Background: an optimization exercise with open tools, aiming at small area and a short achievable clock period. Do not read the settings as production practice. In this exercise RTL edits were held to simulation tests only and were not proved equivalent to the original. The clock port is modelled as an ideal driver; clocking choices that lean on that would not hold on a real chip. No activity file was given, so power comes from the tool's default toggle rates.

run C:
## mips_exec_stage
module mips_exec_stage
#(
  parameter logic [31:0] EXCEPT_VEC = 32'h8000_0000
)
(
  input  logic                  clk,
  input  logic                  rst_n,
  input  logic                  instr_valid,
  input  logic [WORD_W-1:0]     instr,
  input  logic [WORD_W-1:0]     rs_data,
  input  logic [WORD_W-1:0]     rt_data,
  input  logic [PC_W-1:0]       pc_crnt,
  input  logic [PC_W-1:0]       pc_next,
  input  logic                  cause_bd,
  input  logic                  exl,
  output logic                  greg_wen,
  output logic [REG_ADDR_W-1:0] greg_waddr,
  output logic [WORD_W-1:0]     greg_wdata,
  output logic                  pcreg_wen,
  output logic [PC_W-1:0]       pcreg_wdata,
  output logic                  exception,
  output logic                  cause_wen,
  output logic [3:0]            cause_excode,
  output logic                  epc_wen,
  output logic [WORD_W-1:0]     epc_data
);
Settings: LEC_CHECK=0, CAP_MARGIN=20, CORE_MARGIN=2, CORE_UTILIZATION=50, SETUP_SLACK_MARGIN=3.0, SLEW_MARGIN=20, BUFFER_PORTS_ARGS=-buffer_cell sky130_fd_sc_hd__buf_1; clock period 8.0 ns.
standard.sh (not shown) runs the stock make flow with config.mk's settings and CLKGATE_MAP_FILE= SYNTH_SCRIPT=/design/flow/synth_recipe.tcl, a recipe that flattens the netlist after the stock synthesis.
==> flow/flow/run.sh <==
#!/bin/bash
set -e
echo "export BUFFER_PORTS_ARGS = -buffer_cell sky130_fd_sc_hd__buf_1" >> config.mk
export BUFFER_PORTS_ARGS="-buffer_cell sky130_fd_sc_hd__buf_1"
bash standard.sh > standard.log 2>&1
Run C: done, clean on timing, DRC and antenna
Changes in run D relative to run C:
- PLACE_DENSITY newly set to 0.75
==> comparison <==
Run D vs. run C: combinational share of power went down by 0.7 points.
As of run D, sum of routed wire length over all layers had risen by a few percent compared to run C.
Compared with run C, run D shows a synthesis-to-layout area growth that is 2.0 points lower.
Of the two values seen for start point of the critical path, instr[29] was produced by run D and instr[1] by run C.

---

mips_exec_stage, a different RTL version from the one above (not shown whole).
Size: about 1600 cells after synthesis, about 73 flip-flops.
Settings: LEC_CHECK=0, CAP_MARGIN=20, CORE_MARGIN=2, CORE_UTILIZATION=40, PLACE_DENSITY=0.75, SETUP_SLACK_MARGIN=3.0, SLEW_MARGIN=20, BUFFER_PORTS_ARGS=-buffer_cell sky130_fd_sc_hd__buf_1; clock period 8.0 ns.
Scripts as last shown in full above: flow/flow/run.sh
Change:
--- a/flow/config.mk
+++ b/flow/config.mk
@@ -8,5 +8,6 @@
 export CAP_MARGIN = 20
 export CORE_MARGIN = 2
-export CORE_UTILIZATION = 40
+export CORE_UTILIZATION = 50
+export GPL_TIMING_DRIVEN = 0
 export PLACE_DENSITY = 0.75
 export SETUP_SLACK_MARGIN = 3.0
After rerunning: The new run ran to the end with no violations. Via count goes up by 7.4%. Die area drops by 20%. Total power is higher by 4.8%. Design area grows by 6.2%. Setup slack gets worse by 0.11 ns. Wire length increases by 3.8%. Maximum frequency fell by 2.1%.

---

## run 1
mips_exec_stage again, from the RTL that the note above started with.
clock: 8.0 ns
lec_check: 0
cap_margin: 20
core_margin: 2
core_utilization: 50
place_density: 0.75
setup_slack_margin: 2.75
slew_margin: 20
buffer_ports_args: -buffer_cell sky130_fd_sc_hd__buf_1
Scripts as last shown in full above: flow/flow/run.sh
The inputs of run 2 differ from those of run 1 as listed below.
Settings: changing SETUP_SLACK_MARGIN from 2.75 to 3.0; removing BUFFER_PORTS_ARGS (formerly -buffer_cell sky130_fd_sc_hd__buf_1).
==> flow/flow/run.sh <==
#!/bin/bash
set -euo pipefail
here=$(pwd)
sed -e "s#SYNTH_SCRIPT=#BUFFER_PORTS_ARGS='-buffer_cell sky130_fd_sc_hd__buf_1' POST_CTS_TCL=$here/flow/post_cts.tcl SYNTH_SCRIPT=#" standard.sh > flow_standard.sh
grep -q "POST_CTS_TCL=$here/flow/post_cts.tcl" flow_standard.sh
bash flow_standard.sh > standard.log 2>&1
==> flow/flow/post_cts.tcl (new file) <==
# A second timing repair pass after CTS, with the same settings as the first,
# then legalise the placement again.
repair_timing_helper
detailed_placement
check_placement -verbose
[summary]
Both conditions hold for run 2: the flow ran to the end and the final layout passed the timing, DRC and antenna checks.
Compared to run 1, the routing of run 2 uses more wire.
Sum of met3 wire segment lengths after detailed routing was lower in the run labelled run 1.
Diff run 1 -> run 2: total power grew by 0.017 mW, via density per instance increased by 1.4% relative to the old numbers.
Setup changes, run 2 to run 3
Settings: BUFFER_PORTS_ARGS newly set to -buffer_cell sky130_fd_sc_hd__buf_1; SETUP_SLACK_MARGIN changed from 3.0 to 3.25.
==> flow/flow/run.sh <==
#!/bin/bash
set -e
echo "export BUFFER_PORTS_ARGS = -buffer_cell sky130_fd_sc_hd__buf_1" >> config.mk
export BUFFER_PORTS_ARGS="-buffer_cell sky130_fd_sc_hd__buf_1"
bash standard.sh > standard.log 2>&1
removed: flow/flow/post_cts.tcl
### Flow results
No run among run 2 and run 3 stopped early or left any final violation; all are clean.
From run 2 to run 3 the numbers moved as follows: cell depth of the worst setup path rose by 3, first-pass GRT wire length rose by 730 um, net switching share of the total power fell by 1.4 points, standard cell core area stayed essentially flat.
Delta (run 3 minus run 2): design area now sits higher; post-route fraction of the period consumed by the critical path shrank by 1.4 points.
When the final numbers for run 2 and run 3 were put side by side, the minimum clock period after layout turned out to be smaller in run 3.
Summary: with run 2 as the reference, power after layout in run 3 moved up by a few percent.
Compared with run 2, run 3 shows upper clock frequency limit higher by 2.3%.
On worst hold slack, run 2 and run 3 are neck and neck.
For run 4, these inputs were changed with respect to run 3:
Settings: swapping 3.25 for 3.0 in SETUP_SLACK_MARGIN; swapping 50 for 60 in CORE_UTILIZATION.
Findings:
Having completed the whole flow, run 4 delivered a layout that passed the timing, DRC and antenna checks. Per the comparison of run 4 with run 3, relative slew slack now smaller, core utilization grew by 9.0 points, routed wire length went down about 7%, non-clock buffer count went down 9.9%, post-route minimum period picked up an extra 0.14 ns. Measured against run 4, the row count of run 3 comes out at 1.10 times the reference value.
The inputs of run 5 differ from those of run 4 as listed below.
Settings: putting GPL_ROUTABILITY_DRIVEN at 0 where nothing was set; swapping 60 for 50 in CORE_UTILIZATION.
[summary]
- Run 5: full flow OK, the timing, DRC and antenna checks passed
- Going from run 4 to run 5, share of total power in the clock network shrinks by 1.1 points.
- Synthesized area came out exactly the same in run 5 and run 4.
- [compare] base=run 4 new=run 5: count of plain and timing-repair buffers in the layout went down about 1.2%; delay of the slowest critical-path stage comparable; via count dropped 0.82%.
- In the tables for run 5 and run 4, growth of design area from synthesis to finish reads lower with run 5.
- [compare] base=run 4 new=run 5: power fell by about 2.7%; relative contribution of combinational cells to total power rose 0.5 points.
Input changes introduced in run 6 (baseline for comparison: run 5):
Settings: CTS_CLUSTER_SIZE: unset -> 8; CTS_BUF_LIST: unset -> sky130_fd_sc_hd__clkbuf_8; GPL_ROUTABILITY_DRIVEN: 0 -> unset; CTS_CLUSTER_DIAMETER: unset -> 40.
## What came out
Between run 5 and run 6, the starting DRC count in detailed routing is lower for run 6.
Summed area of non-filler cells in the final layout in run 6 is about 0.5% below run 5.
Compared with run 5, run 6 shows a lower tightest hold margin.
Run comparison: run 6 endpoint of the most critical setup path i_commit.g_merge.wdata_q[23]; run 5 endpoint of the most critical setup path i_commit.g_merge.wdata_q[8]
Run 6 against run 5: time the worst path needs with I/O delays and setup dropped 0.032 ns, growth of design area from synthesis to finish dropped 0.58 points.
Run 5 and run 6 ended up with nearly the same share of cell area taken by flip-flops and latches.
Count of clock-buffer cells in the layout (lower): run 6

-- what the ideal ports hide --
Ports are ideal in the flow. The routed layouts listed here were re-timed in OpenROAD.
Step 1 sets driving cells, clkbuf_16 on the clock port and buf_2 on the other inputs (assumed; they add their load-dependent delay and slew).
Step 2 times the ports against the registers' clock, not the clock port: input delays grow and output delays shrink by t, the midpoint of the rising clock arrivals with the driver on.
Slacks: no drivers / after step 1 / after step 2; pairs: no drivers / after step 1.
| run | shift t [ns] | setup slack, ns | hold slack, ns | clock arrival spread, ns | slew at the worst register clock pin (ns) |
|---|---|---|---|---|---|
| run C | 0.410 | 3.033 / 3.017 / 2.607 | 1.425 / 1.395 / 1.805 | 0.019 / 0.019 | 0.08 / 0.08 |
| run D | 0.401 | 2.983 / 2.985 / 2.584 | 1.463 / 1.442 / 1.843 | 0.018 / 0.018 | 0.08 / 0.08 |
| the first run of note 2 | 0.406 | 3.064 / 3.081 / 2.675 | 1.398 / 1.374 / 1.780 | 0.018 / 0.018 | 0.07 / 0.07 |
| the second run of note 2 | 0.423 | 2.956 / 2.964 / 2.541 | 1.393 / 1.376 / 1.799 | 0.024 / 0.024 | 0.09 / 0.09 |
| run 1 | 0.394 | 2.880 / 2.862 / 2.468 | 1.400 / 1.376 / 1.770 | 0.018 / 0.018 | 0.07 / 0.07 |
| run 2 | 0.410 | 3.076 / 3.084 / 2.674 | 1.399 / 1.375 / 1.785 | 0.017 / 0.016 | 0.08 / 0.08 |
| run 3 | 0.407 | 3.187 / 3.090 / 2.683 | 1.397 / 1.370 / 1.777 | 0.012 / 0.012 | 0.07 / 0.07 |
| run 4 | 0.423 | 3.047 / 3.045 / 2.621 | 1.385 / 1.361 / 1.785 | 0.019 / 0.019 | 0.08 / 0.08 |
| run 5 | 0.407 | 3.022 / 2.956 / 2.549 | 1.395 / 1.372 / 1.779 | 0.014 / 0.014 | 0.07 / 0.07 |
| run 6 | 0.438 | 3.055 / 3.038 / 2.600 | 1.360 / 1.340 / 1.777 | 0.029 / 0.029 | 0.12 / 0.12 |
After both steps setup and hold are still met in every run listed. The setup slack of run 3, which loses most, moves by -0.097 ns with the drivers and by -0.504 ns with both steps.
